Context: an optimization exercise on an open-source flow, tuned for a short achievable clock period and few clock cycles. The choices shown serve that exercise and are no tape-out recipe. The RTL was checked by simulation tests, not by an equivalence proof against the original design. Power figures rest on the tool's default switching activity, not on a simulated workload.

$ cat flow/run.sh
#!/bin/bash
# synth_recipe.tcl (not shown) runs the flow's synth.tcl, then flattens the netlist and writes it again
# the make line also repeats each setting of config.mk as NAME=value (left out here)
make -C /OpenROAD-flow-scripts/flow DESIGN_CONFIG=/design/flow/config.mk WORK_HOME=/design/flow/orfs CLKGATE_MAP_FILE= SYNTH_SCRIPT=/design/flow/synth_recipe.tcl finish
$ cat flow/config.mk
export PLATFORM = sky130hd
export DESIGN_NAME = mc_core
export DESIGN_NICKNAME = mc_core
export VERILOG_FILES = /design/flow/design.v
export SDC_FILE = /design/flow/constraint.sdc
export NUM_CORES = 4
export LEC_CHECK = 0
export CAP_MARGIN = 20
export CORE_MARGIN = 2
export CORE_UTILIZATION = 40
export SLEW_MARGIN = 20
$ cat flow/constraint.sdc
create_clock -name core_clock -period 10.0 [get_ports {clk}]
set_input_delay 2.0000 -clock core_clock [delete_from_list [all_inputs] [get_ports {clk}]]
set_output_delay 2.0000 -clock core_clock [all_outputs]
set_load 0.01 [all_outputs]
$ cat flow/design.v
`default_nettype none
package mc_pkg;
    localparam int c_XLEN = 32;
    localparam logic [5:0] c_OP_RTYPE = 6'h00;
    localparam logic [5:0] c_OP_J     = 6'h02;
    localparam logic [5:0] c_OP_BEQ   = 6'h04;
    localparam logic [5:0] c_OP_BNE   = 6'h05;
    localparam logic [5:0] c_OP_ADDI  = 6'h08;
    localparam logic [5:0] c_OP_LW    = 6'h23;
    localparam logic [5:0] c_OP_SW    = 6'h2B;
    localparam logic [5:0] c_FN_SLL = 6'h00;
    localparam logic [5:0] c_FN_ADD = 6'h20;
    localparam logic [5:0] c_FN_SUB = 6'h22;
    localparam logic [5:0] c_FN_AND = 6'h24;
    localparam logic [5:0] c_FN_OR  = 6'h25;
    localparam logic [5:0] c_FN_SLT = 6'h2A;
    localparam logic [3:0] c_ALU_ADD = 4'd0;
    localparam logic [3:0] c_ALU_SUB = 4'd1;
    localparam logic [3:0] c_ALU_AND = 4'd2;
    localparam logic [3:0] c_ALU_OR  = 4'd3;
    localparam logic [3:0] c_ALU_SLT = 4'd4;
    localparam logic [3:0] c_ALU_SLL = 4'd5;
    typedef enum logic [2:0] {
        S_FETCH  = 3'd0,
        S_DECODE = 3'd1,
        S_EXEC   = 3'd2,
        S_MEM    = 3'd3,
        S_WB     = 3'd4,
        S_HALT   = 3'd5
    } state_e;
    function automatic logic [c_XLEN-1:0] signExt(input logic [15:0] imm);
        signExt = {{16{imm[15]}}, imm};
    endfunction
    function automatic logic [3:0] functToAlu(input logic [5:0] funct);
        case (funct)
            c_FN_SUB: functToAlu = c_ALU_SUB;
            c_FN_AND: functToAlu = c_ALU_AND;
            c_FN_OR:  functToAlu = c_ALU_OR;
            c_FN_SLT: functToAlu = c_ALU_SLT;
            c_FN_SLL: functToAlu = c_ALU_SLL;
            default:  functToAlu = c_ALU_ADD;
        endcase
    endfunction
    function automatic logic isLegal(input logic [5:0] op, input logic [5:0] funct);
        case (op)
            c_OP_RTYPE: begin
                case (funct)
                    c_FN_SLL, c_FN_ADD, c_FN_SUB,
                    c_FN_AND, c_FN_OR, c_FN_SLT: isLegal = 1'b1;
                    default:                    isLegal = 1'b0;
                endcase
            end
            c_OP_J, c_OP_BEQ, c_OP_BNE,
            c_OP_ADDI, c_OP_LW, c_OP_SW: isLegal = 1'b1;
            default:                     isLegal = 1'b0;
        endcase
    endfunction
endpackage
`default_nettype wire
`default_nettype none
import mc_pkg::*;
module mc_regfile
(
    input  logic              clk,
    input  logic [4:0]        i_rdAddrA,
    output logic [c_XLEN-1:0] o_rdDataA,
    input  logic [4:0]        i_rdAddrB,
    output logic [c_XLEN-1:0] o_rdDataB,
    input  logic              i_we,
    input  logic [4:0]        i_wrAddr,
    input  logic [c_XLEN-1:0] i_wrData
);
    logic [c_XLEN-1:0] r_regs [0:31];
    always_ff @(posedge clk) begin
        if (i_we && (i_wrAddr != 5'd0)) begin
            r_regs[i_wrAddr] <= i_wrData;
        end
    end
    assign o_rdDataA = (i_rdAddrA == 5'd0) ? '0 : r_regs[i_rdAddrA];
    assign o_rdDataB = (i_rdAddrB == 5'd0) ? '0 : r_regs[i_rdAddrB];
endmodule
`default_nettype wire
`default_nettype none
import mc_pkg::*;
module mc_core
#(
    parameter logic [31:0] RESET_PC        = 32'h0000_0000,
    parameter bit          HALT_ON_ILLEGAL = 1'b1
) (
    input  logic              clk,
    input  logic              reset,
    output logic              mem_req,
    output logic              mem_we,
    output logic [c_XLEN-1:0] mem_addr,
    output logic [c_XLEN-1:0] mem_wdata,
    input  logic [c_XLEN-1:0] mem_rdata,
    input  logic              mem_ack,
    output logic              retire,
    output logic              halted,
    output logic [c_XLEN-1:0] dbg_pc
);
    mc_pkg::state_e    r_state;
    logic [c_XLEN-1:0] r_pc, r_ir, r_a, r_b, r_aluOut, r_mdr;
    logic              r_memReq, r_memWe, r_halted;
    logic [c_XLEN-1:0] r_memAddr, r_memWdata;
    logic [5:0]        w_op, w_funct;
    logic [4:0]        w_rs, w_rt, w_rd, w_shamt;
    logic [c_XLEN-1:0] w_imm, w_rfA, w_rfB, w_aluIn2, w_aluResult;
    logic [c_XLEN-1:0] w_ldstAddr, w_jumpTarget, w_execNextPc, w_wbData;
    logic [3:0]        w_aluCtl;
    logic              w_isRtype, w_legal, w_isBranch, w_isJump, w_taken;
    logic              w_rfWe, w_retire;
    logic [4:0]        w_wbAddr;
    assign w_op         = r_ir[31:26];
    assign w_rs         = r_ir[25:21];
    assign w_rt         = r_ir[20:16];
    assign w_rd         = r_ir[15:11];
    assign w_shamt      = r_ir[10:6];
    assign w_funct      = r_ir[5:0];
    assign w_imm        = mc_pkg::signExt(r_ir[15:0]);
    assign w_isRtype    = (w_op == c_OP_RTYPE);
    assign w_legal      = mc_pkg::isLegal(w_op, w_funct);
    assign w_isBranch   = (w_op == c_OP_BEQ) || (w_op == c_OP_BNE);
    assign w_isJump     = (w_op == c_OP_J);
    assign w_taken      = (w_op == c_OP_BEQ) ? (r_a == r_b) :
                          (w_op == c_OP_BNE) ? (r_a != r_b) : 1'b0;
    assign w_jumpTarget = {r_pc[31:28], r_ir[25:0], 2'b00};
    assign w_ldstAddr   = r_a + w_imm;
    assign w_aluCtl     = w_isRtype ? mc_pkg::functToAlu(w_funct) : c_ALU_ADD;
    assign w_aluIn2     = w_isRtype ? r_b : w_imm;
    assign w_execNextPc = !w_legal ? r_pc :
                          w_isJump ? w_jumpTarget :
                          w_taken  ? r_aluOut : r_pc;
    always_comb begin
        w_aluResult = '0;
        case (w_aluCtl)
            c_ALU_ADD: w_aluResult = r_a + w_aluIn2;
            c_ALU_SUB: w_aluResult = r_a - w_aluIn2;
            c_ALU_AND: w_aluResult = r_a & w_aluIn2;
            c_ALU_OR:  w_aluResult = r_a | w_aluIn2;
            c_ALU_SLT: w_aluResult = {31'd0, $signed(r_a) < $signed(w_aluIn2)};
            c_ALU_SLL: w_aluResult = r_b << w_shamt;
            default:   w_aluResult = '0;
        endcase
    end
    always_comb begin
        w_retire = 1'b0;
        case (r_state)
            S_EXEC:  w_retire = w_isBranch || w_isJump || !w_legal;
            S_MEM:   w_retire = mem_ack && (w_op == c_OP_SW);
            S_WB:    w_retire = 1'b1;
            default: w_retire = 1'b0;
        endcase
    end
    assign w_rfWe   = (r_state == S_WB);
    assign w_wbAddr = w_isRtype ? w_rd : w_rt;
    assign w_wbData = (w_op == c_OP_LW) ? r_mdr : r_aluOut;
    mc_regfile u_regfile (
        .clk       (clk),
        .i_rdAddrA (w_rs),
        .o_rdDataA (w_rfA),
        .i_rdAddrB (w_rt),
        .o_rdDataB (w_rfB),
        .i_we      (w_rfWe),
        .i_wrAddr  (w_wbAddr),
        .i_wrData  (w_wbData)
    );
    always_ff @(posedge clk) begin
        if (reset) begin
            r_state    <= S_FETCH;
            r_pc       <= RESET_PC;
            r_memReq   <= 1'b0;
            r_memWe    <= 1'b0;
            r_memAddr  <= '0;
            r_memWdata <= '0;
            r_halted   <= 1'b0;
        end else begin
            case (r_state)
                S_FETCH: begin
                    if (!r_memReq) begin
                        r_memReq  <= 1'b1;
                        r_memWe   <= 1'b0;
                        r_memAddr <= r_pc;
                    end else if (mem_ack) begin
                        r_ir     <= mem_rdata;
                        r_pc     <= r_pc + 32'd4;
                        r_memReq <= 1'b0;
                        r_state  <= S_DECODE;
                    end
                end
                S_DECODE: begin
                    r_a      <= w_rfA;
                    r_b      <= w_rfB;
                    r_aluOut <= r_pc + (w_imm << 2);
                    if (!w_legal && HALT_ON_ILLEGAL) begin
                        r_halted <= 1'b1;
                        r_state  <= S_HALT;
                    end else begin
                        r_state <= S_EXEC;
                    end
                end
                S_EXEC: begin
                    if (w_isBranch || w_isJump || !w_legal) begin
                        r_pc      <= w_execNextPc;
                        r_memReq  <= 1'b1;
                        r_memWe   <= 1'b0;
                        r_memAddr <= w_execNextPc;
                        r_state   <= S_FETCH;
                    end else if ((w_op == c_OP_LW) || (w_op == c_OP_SW)) begin
                        r_aluOut   <= w_ldstAddr;
                        r_memReq   <= 1'b1;
                        r_memWe    <= (w_op == c_OP_SW);
                        r_memAddr  <= w_ldstAddr;
                        r_memWdata <= r_b;
                        r_state    <= S_MEM;
                    end else begin
                        r_aluOut <= w_aluResult;
                        r_state  <= S_WB;
                    end
                end
                S_MEM: begin
                    if (mem_ack) begin
                        if (w_op == c_OP_SW) begin
                            r_memReq  <= 1'b1;
                            r_memWe   <= 1'b0;
                            r_memAddr <= r_pc;
                            r_state   <= S_FETCH;
                        end else begin
                            r_mdr    <= mem_rdata;
                            r_memReq <= 1'b0;
                            r_memWe  <= 1'b0;
                            r_state  <= S_WB;
                        end
                    end
                end
                S_WB: begin
                    r_memReq  <= 1'b1;
                    r_memWe   <= 1'b0;
                    r_memAddr <= r_pc;
                    r_state   <= S_FETCH;
                end
                default: begin
                    r_state <= S_HALT;
                end
            endcase
        end
    end
    assign mem_req   = r_memReq;
    assign mem_we    = r_memWe;
    assign mem_addr  = r_memAddr;
    assign mem_wdata = r_memWdata;
    assign retire    = w_retire;
    assign halted    = r_halted;
    assign dbg_pc    = r_pc;
endmodule
`default_nettype wire
==> results.toml <==
[yosys]
synth_area_leader_cell = "edfxtp_1"
yosysSeqAreaShare = 0.5497
netlist.area_leader.share = 0.5198
synth_edf_count = 1184
synth-main-ff-cell = "edfxtp_1"
synth_area_leaders = "edfxtp_1, mux4_2, ha_1"
ys_ff_latch = 1286
syn_avg_cell_area_um2 = 14.80
synth_area_um2 = 68400
ys_async_sr_fraction = 0
yosysUniqueCellTypes = 86
syn_inst = 4621
ys_warn_count = 2

[floorplan]
die_h_um = 417.5
die_x_um = 417.5
die_area_um2 = 174300
coreArea_um2 = 169700
pin_count = 135
num_rows = 151
start_util = 0.4031

[clocking]
cts_buffers = 142
clock-sinks = 1286
cts_buffer_depth = 3
clk_pin_slew_worst_paths_ps = 60
cts_tree = "done"
insertion_delay_ps = 830
cts-root-buf = "clkbuf_16"
cts_hold_buffers = 0
cts-resized-gates = 0
cts_setup_buffers = 0
htreeDepth = 4

[sta]
drv_slew = 0
fin_crit_ps = 6450
fin_crit_sh = 0.6450
tightest_slew_ps = 1127
max_freq_mhz = 155.0
finalHoldViolations = 0
clock-skew-final_ps = 60.24
setup_tns_ps = 0
grt_setup_unrepaired = "false"
slew_headroom = 0.2459
finalWorstSetupSlack_ps = 3550
finalSetupViolCount = 0
holdWs_ps = 453.9

[global_route]
first_global_vias = 44940
grt_usage = 0.2796
grt_max_degree = 130
grt_antenna_before_repair = 24
grt_overflow = 0
grt_pass1_wl_mm = 343.7

[power_and_ir_drop]
p_per_area_nw_per_um2 = 191.1
p_leak_nw = 25.31
ir_drop_uv = 152.6

[layout]
syn_to_final_growth_pct = 13.00
drive_gt1_frac = 0.2285
design_area_um2 = 77280
stdcell_count = 7050
nets = 4912

[critical_path]
crit_required_ps = 8000
worstRegToRegCells = 18
cp_max_fo = 36
critPathMaxStageDelay_ps = 600
reg2reg_to = "r_aluOut[31]"
path_delay_family = "simple AND/OR/NAND/NOR gates"
arrival_ps = 4450
crit_slowest_cell = "edfxtp_1"
worst-r2r-setup-slack_ps = 3720
worstSetupPathType = "register to output pin"
worstPathCellList = "or3_1 > or2_2 > buf_4 > a211o_1 > o41a_1 > buf_4 > nand2_1 > o211ai_1 > clkdlybuf4s50_1"
r2r_start = "r_ir[29]"
cp_common_cell = "buf_4"
crit_path_end_kind = "output pin"
crit_path_start_kind = "register"
critPathBufInv = 3

[routing]
drcViolationCount = 0
vias = 46220
drt_iter0_drc = 6515
antenna_left = 0
wl_per_cell_um = 34.89
vias_per_cell = 6.557
wirelength_mm = 246.0
dr.pass1.iters = 10

[placement]
place_area_um2 = 72610
pre_cts_ws_ps = 3848
gp_congestion = 0.9882
place_inst = 6783
hpwl_mm = 152.3
io_buffers = 134

[min_path]
hold_path_depth = 2
min_path_type = "register to register"
min-delay-start = "r_memWdata[30]"
whs_endpoint = "r_memWdata[30]"

[status]
status = "no timing/DRC/antenna violations"

[job]
drv_cap = 0
==> tightest hold or removal path: stages (launching register included) <==
cell and delay, ps:
dfxtp_1 300, nand2_1 50, a21oi_1 50
==> cells by family after synthesis <==
group / synth area share
other: 0.00005483
adders and majority gates: 0.03117
xor gates and xnor gates: 0.01152
DFF: 0.5497
muxes: 0.2366
AOI/OAI and AO/OA: 0.08717
buffers and inverters: 0.02587
and+or+nand+nor: 0.05797
==> area by class of cell <==
| type | count | area (um2) |
|---|---|---|
| well taps | 2218 | 2775 |
| flip-flops and latches | 1286 | 37600 |
| clock inverters | 71 | 799.5 |
| clock buffers | 187 | 3847 |
| repair buffers | 246 | 2255 |
| diodes | 9 | 22.52 |
| fillers | 14760 | 92380 |
| multi-input cells | 2907 | 29510 |
| inverters | 126 | 478.0 |
==> power by group <==
group / total (mW) / switching (mW) / internal [mW]
Combinational: 2.95 / 1.86 / 1.09
Sequential: 6.54 / 0.299 / 6.24
Clock: 5.28 / 2.28 / 3.00
==> registers in the layout (all words and copies together), names as in the netlist <==
register and flops:
r_pc 32, r_memWdata 32, r_aluOut 32, r_memAddr 32, r_a 32, r_state 3, r_memReq 1, r_mdr 32
r_ir 32, r_memWe 1, r_b 32, u_regfile.r_regs 1024, r_halted 1
==> routing by layer <==
layer | wire length, um | track usage
met5 | 32 | 0
met4 | 12110 | 0.1241
met1 | 94880 | 0.3717
met3 | 21590 | 0.04871
met2 | 117400 | 0.4518
==> worst max path at each step <==
stage	start	to	depth (start not counted)
2_1_floorplan	reset	r_a[0]	3
3_3_place_gp	r_ir[29]	r_aluOut[31]	18
3_5_place_dp	r_ir[29]	r_aluOut[31]	18
4_1_cts	r_ir[29]	retire	9
5_1_grt	r_ir[29]	retire	9
6_report	r_ir[29]	retire	9
==> layout by cell type (no fill, tap or decap), types with 63 or more instances in the layout <==
master and n:
mux4_2 658, clkbuf_16 146, nand2_1 362, ha_1 164
a21oi_1 332, clkdlybuf4s50_1 133, o21ai_0 182, nor3_1 63
mux2i_1 83, buf_4 107, nor2_1 219, inv_1 121
dfxtp_1 102, edfxtp_1 1184
==> metrics by stage <==
| step | utilization | power (mW) |
|---|---|---|
| after detailed placement | 0.4279 | 9.534 |
| after CTS | 0.4553 | 14.78 |
| after global placement | 0.4279 | 9.528 |
| after floorplan | - | 8.314 |
| after global routing | 0.4554 | 15.21 |
| final | 0.4555 | 14.77 |
==> cells in the mapped netlist, drive strengths merged (16+ instances only) <==
library cell,number
o211ai,22
nand2b,19
xnor2,35
a21oi,332
nand2,365
a211oi,46
o22ai,43
o21ai,187
a221o,20
edfxtp,1184
xor2,55
nor2,256
o31ai,19
nand4,21
nor3,70
ha,164
buf,82
o21a,16
nand3,36
nor2b,16
o221ai,20
or3,16
nor4,22
clkbuf,251
mux2,47
inv,126
mux2i,83
mux4,658
a21o,55
dfxtp,102
a31oi,24
a221oi,24
Testbench counts, summed over its fixed seeds: cycles 50,199.

-- static timing again, ports no longer ideal --
No port has a modelled driver above. Below, the same layout with a new extraction and two added sets of constraints.
Step 1, drivers: a clkbuf_16 drives clk and a buf_2 each remaining input, both assumed.
Step 2 moves the port delays by t, midway between the first and last clock arrival at a register: inputs arrive t later, outputs are due t later. That takes back most of the time a late clock gives input paths.
Three values: no drivers, after step 1, after step 2; two values: the first two.
shift t [ns]: 0.881
setup slack, ns: 3.550 / 3.466 / 3.718
worst setup path at the end: register to register
slew at the worst register clock pin (ns): 0.08 / 0.08
cell pins on the clock port's net: 1
After both steps this run still meets setup and hold. For this run, drivers alone change the setup slack by -0.084 ns; drivers and shift together by +0.168 ns.
